Source: an optimization exercise on an open RTL-to-GDS flow (aim: small area, a short achievable clock period and few clock cycles per item). Production flows keep margins and buffers that such runs may drop.
Function not checked in this run: the RTL went through the layout flow alone.
Power is estimated from default activity; no workload was simulated.

[flow/design.v]
package isaPkg;
    localparam logic [5:0] OP_RTYPE = 6'h00;
    localparam logic [5:0] OP_BLTZ  = 6'h01;
    localparam logic [5:0] OP_J     = 6'h02;
    localparam logic [5:0] OP_JAL   = 6'h03;
    localparam logic [5:0] OP_BEQ   = 6'h04;
    localparam logic [5:0] OP_BNE   = 6'h05;
    localparam logic [5:0] OP_BLEZ  = 6'h06;
    localparam logic [5:0] OP_BGTZ  = 6'h07;
    localparam logic [5:0] OP_ADDI  = 6'h08;
    localparam logic [5:0] OP_ADDIU = 6'h09;
    localparam logic [5:0] OP_SLTI  = 6'h0a;
    localparam logic [5:0] OP_SLTIU = 6'h0b;
    localparam logic [5:0] OP_ANDI  = 6'h0c;
    localparam logic [5:0] OP_LUI   = 6'h0f;
    localparam logic [5:0] OP_LW    = 6'h23;
    localparam logic [5:0] OP_SW    = 6'h2b;
    localparam logic [5:0] FN_SLL  = 6'h00;
    localparam logic [5:0] FN_SRL  = 6'h02;
    localparam logic [5:0] FN_SRA  = 6'h03;
    localparam logic [5:0] FN_JR   = 6'h08;
    localparam logic [5:0] FN_JALR = 6'h09;
    localparam logic [5:0] FN_ADD  = 6'h20;
    localparam logic [5:0] FN_ADDU = 6'h21;
    localparam logic [5:0] FN_SUB  = 6'h22;
    localparam logic [5:0] FN_SUBU = 6'h23;
    localparam logic [5:0] FN_AND  = 6'h24;
    localparam logic [5:0] FN_OR   = 6'h25;
    localparam logic [5:0] FN_XOR  = 6'h26;
    localparam logic [5:0] FN_NOR  = 6'h27;
    localparam logic [5:0] FN_SLT  = 6'h2a;
    localparam logic [5:0] FN_SLTU = 6'h2b;
    localparam logic [2:0] PC_SEQ    = 3'b000;
    localparam logic [2:0] PC_BRANCH = 3'b001;
    localparam logic [2:0] PC_JUMP   = 3'b010;
    localparam logic [2:0] PC_REG    = 3'b011;
    localparam logic [2:0] PC_IRQ    = 3'b100;
    localparam logic [2:0] PC_EXC    = 3'b101;
    localparam logic [1:0] DST_RT    = 2'b00;
    localparam logic [1:0] DST_RD    = 2'b01;
    localparam logic [1:0] DST_LINK  = 2'b10;
    localparam logic [1:0] DST_TRAP  = 2'b11;
    localparam logic [1:0] WB_ALU    = 2'b00;
    localparam logic [1:0] WB_MEM    = 2'b01;
    localparam logic [1:0] WB_LINK   = 2'b10;
    localparam logic [1:0] WB_PC     = 2'b11;
    localparam logic [31:0] IRQ_VECTOR = 32'h8000_0004;
    localparam logic [31:0] EXC_VECTOR = 32'h8000_0008;
    localparam logic [4:0]  TRAP_REG   = 5'd26;
    localparam logic [4:0]  LINK_REG   = 5'd31;
    typedef enum logic [5:0] {
        ALU_ADD = 6'b000000, ALU_SUB = 6'b000001,
        ALU_AND = 6'b011000, ALU_OR  = 6'b011110,
        ALU_XOR = 6'b010110, ALU_NOR = 6'b010001,
        ALU_SLL = 6'b100000, ALU_SRL = 6'b100001,
        ALU_SRA = 6'b100011, ALU_LT  = 6'b110101,
        ALU_EQ  = 6'b110011, ALU_NE  = 6'b110001,
        ALU_LEZ = 6'b111101, ALU_GTZ = 6'b111111,
        ALU_LTZ = 6'b111011
    } aluFun_t;
    typedef struct packed {
        logic [5:0] opcode;
        logic [4:0] rs;
        logic [4:0] rt;
        logic [4:0] rd;
        logic [4:0] shamt;
        logic [5:0] funct;
    } rInstr_t;
    typedef struct packed {
        logic [5:0]  opcode;
        logic [4:0]  rs;
        logic [4:0]  rt;
        logic [15:0] imm16;
    } iInstr_t;
    typedef union packed {
        rInstr_t r;
        iInstr_t i;
    } instr_t;  
    typedef struct packed {
        logic [2:0] pcSrc;
        logic       sign;
        logic       regWrite;
        logic [1:0] regDst;
        logic       memRead;
        logic       memWrite;
        logic [1:0] memToReg;
        logic       aluSrc1;
        logic       aluSrc2;
        logic       extOp;
        logic       luOp;
        aluFun_t    aluFun;
    } ctrl_t;
endpackage
package pipePkg;
    localparam int NUM_LANES = 4;
    localparam int LANE_W    = (NUM_LANES > 1) ? $clog2(NUM_LANES) : 1;
    typedef struct packed {
        logic [31:0]    instr;      
        logic [31:0]    pc;
        logic [31:0]    rsVal;
        logic [31:0]    rtVal;
        logic           irq;
    } issue_t;
    typedef struct packed {
        logic        regWrite;
        logic [4:0]  wbReg;
        logic [31:0] wbVal;      
        logic        memRead;
        logic        memWrite;
        logic [31:0] memAddr;
        logic [31:0] storeData;
        logic [31:0] nextPc;
        logic        trap;
    } result_t;
    localparam int ISSUE_W  = 129;     
    localparam int RESULT_W = 137;     
    function automatic logic [LANE_W-1:0] nextLane(input logic [LANE_W-1:0] idx);
        nextLane = (idx == LANE_W'(NUM_LANES - 1)) ? '0 : idx + 1'b1;
    endfunction
endpackage
`timescale 1ns/1ns
module execCluster
(
    input  logic           clk,
    input  logic           rst,
    input  logic           inValid,
    output logic           inReady,
    input  logic [128:0]   inPkt,      
    output logic           outValid,
    input  logic           outReady,
    output logic [136:0]   outPkt      
);
    logic [128:0] nx;     
    logic [31:0] iIns, iPc, iRs, iRt, iRtRev, iB, iX, iA, iSImm, iP, iLb, iLog;
    logic        iIrq, iIsR, iIsBr, iIsLog, iSub, iCi, iEq, iRsZero, iTk;
    logic [5:0]  iOp, iFn;
    logic [15:0] iImm, iF;
    assign iIns  = nx[128:97];
    assign iPc   = nx[96:65];
    assign iRs   = nx[64:33];
    assign iRt   = nx[32:1];
    assign iIrq  = nx[0];
    assign iOp   = iIns[31:26];
    assign iFn   = iIns[5:0];
    assign iImm  = iIns[15:0];
    assign iSImm = {{16{iImm[15]}}, iImm};
    assign iIsR  = (iOp == 6'h00);
    assign iIsBr = (iOp == 6'h01) | (iOp[5:2] == 4'b0001);
    assign iSub  = iIsR ? (iFn == 6'h22 || iFn == 6'h23 || iFn == 6'h2a || iFn == 6'h2b)
                        : (iOp == 6'h0a || iOp == 6'h0b);
    always_comb begin
        for (int i = 0; i < 32; i++) iRtRev[i] = iRt[31-i];
    end
    assign iB    = iIsR ? ((iFn == 6'h00) ? iRtRev : iRt) : iIsBr ? {iSImm[29:0], 2'b00} : (iOp == 6'h0f) ? {iImm, 16'd0}
                 : (iOp == 6'h0c) ? {16'd0, iImm} : iSImm;
    assign iIsLog = iIsR ? (iFn[5:2] == 4'b1001) : (iOp == 6'h0c);     
    assign iLb   = iIsR ? iRt : {16'd0, iImm};
    always_comb begin
        case ({iIsR, iFn[1:0]})
            3'b101:  iLog = iRs | iLb;
            3'b110:  iLog = iRs ^ iLb;
            3'b111:  iLog = ~(iRs | iLb);
            default: iLog = iRs & iLb;
        endcase
    end
    assign iX    = iIsLog ? 32'd0 : (iB ^ {32{iSub}});
    assign iCi   = iSub | iIsBr;
    assign iA    = iIsBr ? {iPc[31:2], 2'b11} : iIsLog ? iLog : iRs;
    assign iP    = iIrq ? iPc : {iPc[31:2] + 30'd1, iPc[1:0]};
    assign iF    = iIsR ? iIns[15:0] : iIns[31:16];
    assign iEq     = (iRs == iRt);
    assign iRsZero = (iRs == 32'd0);
    always_comb begin
        case (iOp[2:0])
            3'b100:  iTk = iEq;                    
            3'b101:  iTk = ~iEq;                   
            3'b110:  iTk = iRs[31] | iRsZero;      
            3'b111:  iTk = ~iRs[31] & ~iRsZero;    
            default: iTk = iRs[31];                
        endcase
    end
    localparam int HD_W = 148;
    logic [HD_W-1:0] hdNext;
    assign hdNext = {iIsR, iCi, iTk, iF, iRt, iX, iP, iA, iIrq};
    logic [HD_W-1:0]   hd;
    logic [128:0]      r0, r1;
    logic              vh;
    logic [1:0]        occ;      
    logic              wp, rp;   
    logic              take, acc, hdLoad, fromRing;
    logic [1:0]        occNext;
    logic              rdy;      
    assign inReady  = rdy;
    assign acc      = inValid & inReady;
    assign take     = vh & (~outValid | outReady);
    assign hdLoad   = take | ~vh;                 
    assign fromRing = |occ;
    assign nx = rp ? r1 : r0;
    assign occNext = (occ & ~({rp, ~rp} & {2{hdLoad & fromRing}})) | ({wp, ~wp} & {2{acc}});
    always_ff @(posedge clk) begin
        if (hdLoad)  hd <= hdNext;
        if (!occ[0]) r0 <= inPkt;
        if (!occ[1]) r1 <= inPkt;
    end
    always_ff @(posedge clk) begin
        if (rst) begin
            vh  <= 1'b0;
            occ <= 2'b00;
            rdy <= 1'b1;
            wp  <= 1'b0;
            rp  <= 1'b0;
        end else begin
            if (hdLoad) vh <= fromRing;
            occ <= occNext;
            rdy <= ~&occNext;
            if (acc)                 wp <= ~wp;
            if (hdLoad && fromRing)  rp <= ~rp;
        end
    end
    logic        isR, ci, tk, irq;
    logic [15:0] f;
    logic [31:0] rt, x, p, rs;
    logic [5:0]  op, fn;
    logic [4:0]  sh;
    assign {isR, ci, tk, f, rt, x, p, rs, irq} = hd;     
    assign op = isR ? 6'h00 : f[15:10];
    assign fn = f[5:0];
    assign sh = f[10:6];
    logic isBr, isJ, isJal, isAndi, isSlti, isSltiu, isLw, isSw, legal, trap;
    logic fnAnd, fnOr, fnXor, fnNor, fnSll, fnSrl, fnSra, fnSlt, fnSltu, fnJr, fnJalr;
    assign isBr    = (op == 6'h01) | (op[5:2] == 4'b0001);
    assign isJ     = (op == 6'h02);
    assign isJal   = (op == 6'h03);
    assign isAndi  = (op == 6'h0c);
    assign isSlti  = (op == 6'h0a);
    assign isSltiu = (op == 6'h0b);
    assign isLw    = (op == 6'h23);
    assign isSw    = (op == 6'h2b);
    assign legal   = (op[5:4] == 2'b00 && op[3:0] != 4'hd && op[3:0] != 4'he) | isLw | isSw;
    assign trap    = irq | ~legal;
    assign fnAnd  = (fn == 6'h24);
    assign fnOr   = (fn == 6'h25);
    assign fnXor  = (fn == 6'h26);
    assign fnNor  = (fn == 6'h27);
    assign fnSll  = (fn == 6'h00);
    assign fnSrl  = (fn == 6'h02);
    assign fnSra  = (fn == 6'h03);
    assign fnSlt  = (fn == 6'h2a);
    assign fnSltu = (fn == 6'h2b);
    assign fnJr   = (fn == 6'h08);
    assign fnJalr = (fn == 6'h09);
    logic [31:0] ap, ag, s0, s1;
    logic [7:0]  bg, bp;
    logic [8:0]  G0, P0, G1, P1, G2, P2, G3, P3, G4;
    logic [32:0] sum;
    logic        ltS, ltU;
    assign ap = rs ^ x;
    assign ag = rs & x;
    always_comb begin
        for (int k = 0; k < 8; k++) begin
            logic [3:0] pp, gg, c0, c1;
            pp = ap[4*k +: 4];
            gg = ag[4*k +: 4];
            bg[k] = gg[3] | (pp[3] & gg[2]) | (pp[3] & pp[2] & gg[1]) | (pp[3] & pp[2] & pp[1] & gg[0]);
            bp[k] = &pp;
            c0 = {gg[2] | (pp[2] & gg[1]) | (pp[2] & pp[1] & gg[0]), gg[1] | (pp[1] & gg[0]), gg[0], 1'b0};
            c1 = {gg[2] | (pp[2] & gg[1]) | (pp[2] & pp[1] & gg[0]) | (pp[2] & pp[1] & pp[0]),
                  gg[1] | (pp[1] & gg[0]) | (pp[1] & pp[0]), gg[0] | pp[0], 1'b1};
            s0[4*k +: 4] = pp ^ c0;
            s1[4*k +: 4] = pp ^ c1;
        end
    end
    assign G0 = {bg, ci};     
    assign P0 = {bp, 1'b0};
    always_comb begin
        for (int i = 0; i < 9; i++) begin
            G1[i] = (i >= 1) ? (G0[i] | (P0[i] & G0[i-1])) : G0[i];
            P1[i] = (i >= 1) ? (P0[i] & P0[i-1])           : P0[i];
        end
        for (int i = 0; i < 9; i++) begin
            G2[i] = (i >= 2) ? (G1[i] | (P1[i] & G1[i-2])) : G1[i];
            P2[i] = (i >= 2) ? (P1[i] & P1[i-2])           : P1[i];
        end
        for (int i = 0; i < 9; i++) begin
            G3[i] = (i >= 4) ? (G2[i] | (P2[i] & G2[i-4])) : G2[i];
            P3[i] = (i >= 4) ? (P2[i] & P2[i-4])           : P2[i];
        end
        for (int i = 0; i < 9; i++) begin
            G4[i] = (i >= 8) ? (G3[i] | (P3[i] & G3[i-8])) : G3[i];
        end
        for (int k = 0; k < 8; k++) sum[4*k +: 4] = G4[k] ? s1[4*k +: 4] : s0[4*k +: 4];     
        sum[32] = G4[8];     
    end
    assign ltU = ~sum[32];
    assign ltS = (rs[31] ^ x[31] ^ ci) ? rs[31] : ltU;
    logic [31:0] brPc;
    assign brPc = {sum[31:2], p[1:0]};
    logic [31:0] shMid, shOut;
    logic        shFill;
    assign shFill = fn[0] & x[31];
    always_comb begin
        shMid = x;
        for (int k = 0; k < 5; k++)
            if (sh[k]) shMid = (shMid >> (1 << k)) | ({32{shFill}} << (32 - (1 << k)));
        for (int i = 0; i < 32; i++) shOut[i] = fn[1] ? shMid[i] : shMid[31-i];
    end
    logic selSum, selSh, selLtS, selLtU, selTk;
    always_comb begin
        selSum = 1'b0; selSh = 1'b0; selLtS = 1'b0; selLtU = 1'b0; selTk = 1'b0;
        if (isR) begin
            if (fnSll | fnSrl | fnSra)         selSh  = 1'b1;
            else if (fnSlt)                    selLtS = 1'b1;
            else if (fnSltu)                   selLtU = 1'b1;
            else                               selSum = 1'b1;
        end else if (isBr)                     selTk  = 1'b1;
        else if (isSlti)                       selLtS = 1'b1;
        else if (isSltiu)                      selLtU = 1'b1;
        else                                   selSum = 1'b1;
    end
    logic        regWrite, wbAlu;
    logic [4:0]  wbReg;
    logic [31:0] wbOther;
    always_comb begin
        regWrite = 1'b1;
        wbReg    = f[4:0];
        wbAlu    = 1'b1;
        wbOther  = p;     
        if (irq) begin
            wbReg   = 5'd26;
            wbAlu   = 1'b0;
        end else if (!legal) begin
            wbReg   = 5'd26;
            wbAlu   = 1'b0;
        end else if (isR) begin
            wbReg    = f[15:11];
            regWrite = ~fnJr;
            wbAlu    = ~fnJalr;
        end else if (isBr | isJ | isSw) begin
            regWrite = 1'b0;
        end else if (isJal) begin
            wbReg = 5'd31;
            wbAlu = 1'b0;
        end else if (isLw) begin
            wbAlu   = 1'b0;
            wbOther = 32'd0;
        end
    end
    logic [31:0] alu, aluOther;
    always_comb begin
        aluOther    = {32{selSh}} & shOut;
        aluOther[0] = aluOther[0] | (selTk & tk);
        alu         = selSum ? sum[31:0] : aluOther;
        alu[0]      = alu[0] | (selLtS & ltS) | (selLtU & ltU);
    end
    logic [31:0] nextPc, nextPcOther;
    logic        brSel;
    assign brSel = isBr & tk & ~irq;
    always_comb begin
        if (irq)                            nextPcOther = 32'h8000_0004;
        else if (!legal)                    nextPcOther = 32'h8000_0008;
        else if (isR && (fnJr | fnJalr))    nextPcOther = rs;
        else if (isJ | isJal)               nextPcOther = {p[31:28], f[9:0], x[15:0], 2'b00};
        else                                nextPcOther = p;
    end
    assign nextPc = brSel ? brPc : nextPcOther;
    logic        oWbAlu;
    logic [31:0] oWbOther, oAlu;
    logic        oRegWrite, oMemRead, oMemWrite, oTrap;
    logic [4:0]  oWbReg;
    logic [31:0] oRt, oNextPc;
    always_ff @(posedge clk) begin
        if (rst) begin
            outValid <= 1'b0;
        end else if (~outValid | outReady) begin
            outValid <= vh;
        end
    end
    always_ff @(posedge clk) begin
        if (take) begin
            {oRegWrite, oWbReg, oWbAlu, oWbOther, oMemRead, oMemWrite, oAlu, oRt, oNextPc, oTrap}
                <= {regWrite, wbReg, wbAlu, wbOther, isLw, isSw, alu, rt, nextPc, trap};
        end
    end
    assign outPkt = {oRegWrite, oWbReg, oWbAlu ? oAlu : oWbOther, oMemRead, oMemWrite, oAlu, oRt, oNextPc, oTrap};
endmodule
[flow/flow/run.sh]
#!/bin/bash
# The standard ORFS layout, with the smallest buffer as the port buffer
# cell (every input and output port still gets its own buffer).
set -euo pipefail
bash standard.sh "BUFFER_PORTS_ARGS=-buffer_cell sky130_fd_sc_hd__buf_1" finish > standard_flow.log 2>&1
[flow/standard.sh]
#!/bin/bash
# synth_recipe.tcl (not shown) runs the flow's synth.tcl, then flattens the netlist and writes it again
# the make line also repeats each setting of config.mk as NAME=value (left out here)
make -C /OpenROAD-flow-scripts/flow DESIGN_CONFIG=/design/flow/config.mk WORK_HOME=/design/flow/orfs CLKGATE_MAP_FILE= SYNTH_SCRIPT=/design/flow/synth_recipe.tcl "${@:-finish}"
[flow/config.mk]
export PLATFORM = sky130hd
export DESIGN_NAME = execCluster
export DESIGN_NICKNAME = execCluster
export VERILOG_FILES = /design/flow/design.v
export SDC_FILE = /design/flow/constraint.sdc
export NUM_CORES = 4
export LEC_CHECK = 0
export ABC_CLOCK_PERIOD_IN_PS = 2000
export CAP_MARGIN = 20
export CORE_MARGIN = 2
export CORE_UTILIZATION = 60
export PLACE_DENSITY = 0.7
export SETUP_SLACK_MARGIN = 3.3
export SLEW_MARGIN = 20
[flow/constraint.sdc]
create_clock -name core_clock -period 6.5 [get_ports {clk}]
set_input_delay 1.3000 -clock core_clock [delete_from_list [all_inputs] [get_ports {clk}]]
set_output_delay 1.3000 -clock core_clock [all_outputs]
set_load 0.01 [all_outputs]
==> qor.yml <==
num_rows: 80
place_ws_ps: 2350
drt_iter0_markers: 2726
drt-wirelength-per-cell_um: 25.8
fin_tns_setup_ps: 0
grt_setup_unrepaired: "true"
start_util_pct: 60.7
worst_slack_ps: 3090
path_class: "flip-flop to flip-flop"
top_layer_used: "met4"
m1WireLength_um: 34800
power.leakage_nw: 12.7
cp_max_fo: 5
wl_met2_um: 40500
dp_hpwl_um: 59800
ir_worst_vdd_v: 0.000322
vias: 21700
netlist.area_leader.share_pct: 56.3
coreArea_mm2: 0.0477
syn_inst: 2478
p_seq_share_pct: 39.6
ys.flop_type: "edfxtp_1"
cts-buffers-inserted: 54
viasPerCell: 6.33
seq_area_frac_synth_pct: 56.8
ys_warn_count: 1
dieArea_mm2: 0.0501
wl_met3_um: 7590
drive_above_1_share_pct: 15.5
min_period_ps: 3410
intPower_w: 0.00817
die_w_um: 224
yosysTopAreaCell: "edfxtp_1"
cts-hold-fix-buffers: 0
grt_pass1_wl_um: 126000
dp_cells: 3254
crit_required_ps: 6840
synthDistinctLibCells: 70
clk_latency_ps: 630
antenna_found_initial: 0
synth_enable_flop_cells: 544
crit_path_top_delay_cell: "edfxtp_1"
worstSetupEndpointType: "flip-flop"
drtPass1Iterations: 6
cts.root.buffer_cell: "clkbuf_16"
synthArstFlopShare_pct: 0
clk_pin_slew_ps: 60
drc_errors: 0
syn2layout_area_growth_pct: 18.1
hold_viol: 0
p_sw_w: 0.00456
io_pins: 272
gp_congestion: 0.938
slew_viol_final: 0
hold_depth: 0
relSlewSlack_pct: 33.5
powerDensity_mw_per_mm2: 372
setup_viol: 0
cp-start-kind: "flip-flop"
synth.area.top_cells: "edfxtp_1 (56%), mux2i_1 (5.5%), ha_1 (4.5%)"
grt_max_degree: 132
stdcell_count: 3431
outcome: "no timing/DRC/antenna violations"
p_clk_share_pct: 23.4
htree_levels: 2
io_buffers: 271
worstHoldPathType: "flip-flop to flip-flop"
max_slew.worst_pin.slew_ps: 993
grt_pass1_vias: 20600
final_common_cell: "edfxtp_1"
grtUsageTotal_pct: 34.0
finalPower_w: 0.0127
synthesis.nets: 2716
reg2reg_depth: 12
cts_sinks: 551
sw_frac_of_total_pct: 35.8
cpPeakStageDelay_ps: 520
post-route-period-util_pct: 52.4
synth_area_mm2: 0.0290
drv_cap: 0
tritoncts: "built"
grt_overflow: 0
finClkSkew_ps: 31.0
crit_arrival_ps: 3750
wl_um: 88400
clock_path_buffers: 3
mostFrequentLayoutCells: "edfxtp_1 (544), buf_1 (271), nor2_1 (246)"
fin_nets: 3016
ant_nets: 0
die_h_um: 224
fmax_ghz: 0.293
worstPathCellList: "inv_1, ha_4, nand4_1, nor2_1, a221oi_4, o211ai_4, a311o_1, a221o_2, a21bo_4, a41oi_4, xor2_1, a21oi_1"
p_comb_share_pct: 37.0
ys_ff_latch: 551
synth_area_per_cell_um2: 11.7
## synthesized netlist by cell type, types with 9 or more instances
cell	instances
edfxtp_1	544
nor2_1	255
a21oi_1	214
mux2i_1	159
nand2_1	159
o21ai_0	149
inv_1	120
ha_1	105
clkbuf_1	96
xnor2_1	96
nor2b_1	64
xor2_1	64
mux2_2	62
o22ai_1	48
o221ai_1	30
buf_2	29
a211oi_1	24
nand4_1	20
o211ai_1	20
buf_1	18
nand3_1	18
o21a_1	18
mux4_2	17
a21o_1	13
nand2b_1	10
a31oi_1	9
nor3_1	9
## sequential cells by signal (all words and copies together), names as in the netlist
signal	flops
rdy	1
oNextPc	32
oWbOther	32
r1	129
oWbReg	5
oMemWrite	1
oRt	32
wp	1
r0	129
outValid	1
oRegWrite	1
oTrap	1
oWbAlu	1
hd	148
vh	1
occ	2
oMemRead	1
rp	1
oAlu	32
## metal layers
layer	GRT usage (%)	up-vias
met5	0	-
met4	18.5	0
met1	46.4	10600
met3	5.29	278
met2	52.8	1183
li1	-	9683
## per-stage QoR
step,hold WS [ps],cell area (µm²),utilization [%]
3_3_place_gp,402,30600,64.1
5_1_grt,427,34200,71.7
4_1_cts,419,33300,69.7
3_5_place_dp,405,30600,64.1
2_1_floorplan,400,29100,-
6_report,421,34300,71.7
## area by class of cell
class | instances | area [µm²]
sequential | 551 | 16500
fill | 3313 | 13500
multi-input combinational | 1654 | 12500
timing repair buffer | 393 | 2370
clock buffer | 67 | 1440
tap | 615 | 769
inverter | 123 | 475
clock inverter | 26 | 220
timing repair inverter | 1 | 7.51
antenna | 1 | 2.50
## timing repair
item / 4_1_cts / 5_1_grt
setup buffers: 28 / 40
setup endpoints to repair: 104 / 86
resized for setup: 118 / 119
pin swaps: 23 / 51
gates cloned: 8 / 7
## cells by family after synthesis
logic type      Yosys count  synth area share, %
mux                     238                 9.22
buf+inv                 275                 3.81
simple gates            575                 8.81
flops                   551                 56.8
fa+ha+maj               105                 4.53
compound gates          574                 12.0
xor+xnor                160                 4.83
## power by group through the flow
stage | registers (W) | logic, W | clock network (W)
after floorplan | 0.00488 | 0.00280 | 0
after global placement | 0.00505 | 0.00389 | 0
after detailed placement | 0.00507 | 0.00396 | 0
after CTS | 0.00500 | 0.00434 | 0.00302
after global routing | 0.00507 | 0.00505 | 0.00315
final | 0.00504 | 0.00471 | 0.00299
## critical path, delay by kind of cell (launching register included)
kind / cells / cell delay (ps)
and+or+nand+nor: 2 / 190
DFF: 1 / 520
buffers and inverters: 1 / 170
adders and majority gates: 1 / 230
AOI/OAI and AO/OA: 7 / 1780
xor gates and xnor gates: 1 / 220
## worst paths after layout
kind            from           to  slack, ps
max           hd[13]  oNextPc[31]       3090
max reg2reg   hd[13]  oNextPc[31]       3090
min          hd[104]       oRt[7]        420
min reg2reg  hd[104]       oRt[7]        420

-- static timing again, ports no longer ideal --
The flow's constraints put no driver on any port. The routed layout listed below was extracted and timed again, unchanged, in two steps.
Step 1 (the two cells are an assumption about what drives the block):
set clk [get_ports {clk}]
set_driving_cell -lib_cell sky130_fd_sc_hd__clkbuf_16 $clk
set_driving_cell -lib_cell sky130_fd_sc_hd__buf_2 [delete_from_list [all_inputs] $clk]
Step 2 moves the port delays by t, midway between the first and last clock arrival at a register: inputs arrive t later, outputs are due t later. That takes back most of the time a late clock gives input paths.
Three values: no drivers, after step 1, after step 2; two values: the first two.
t (ns): 0.669
setup WS [ns]: 3.092 / 3.092 / 3.077
worst data-port slew with drivers (ns): 0.07
After both steps setup and hold are still met in this run. For this run, drivers alone change the setup slack by 0.000 ns; drivers and shift together by -0.015 ns.
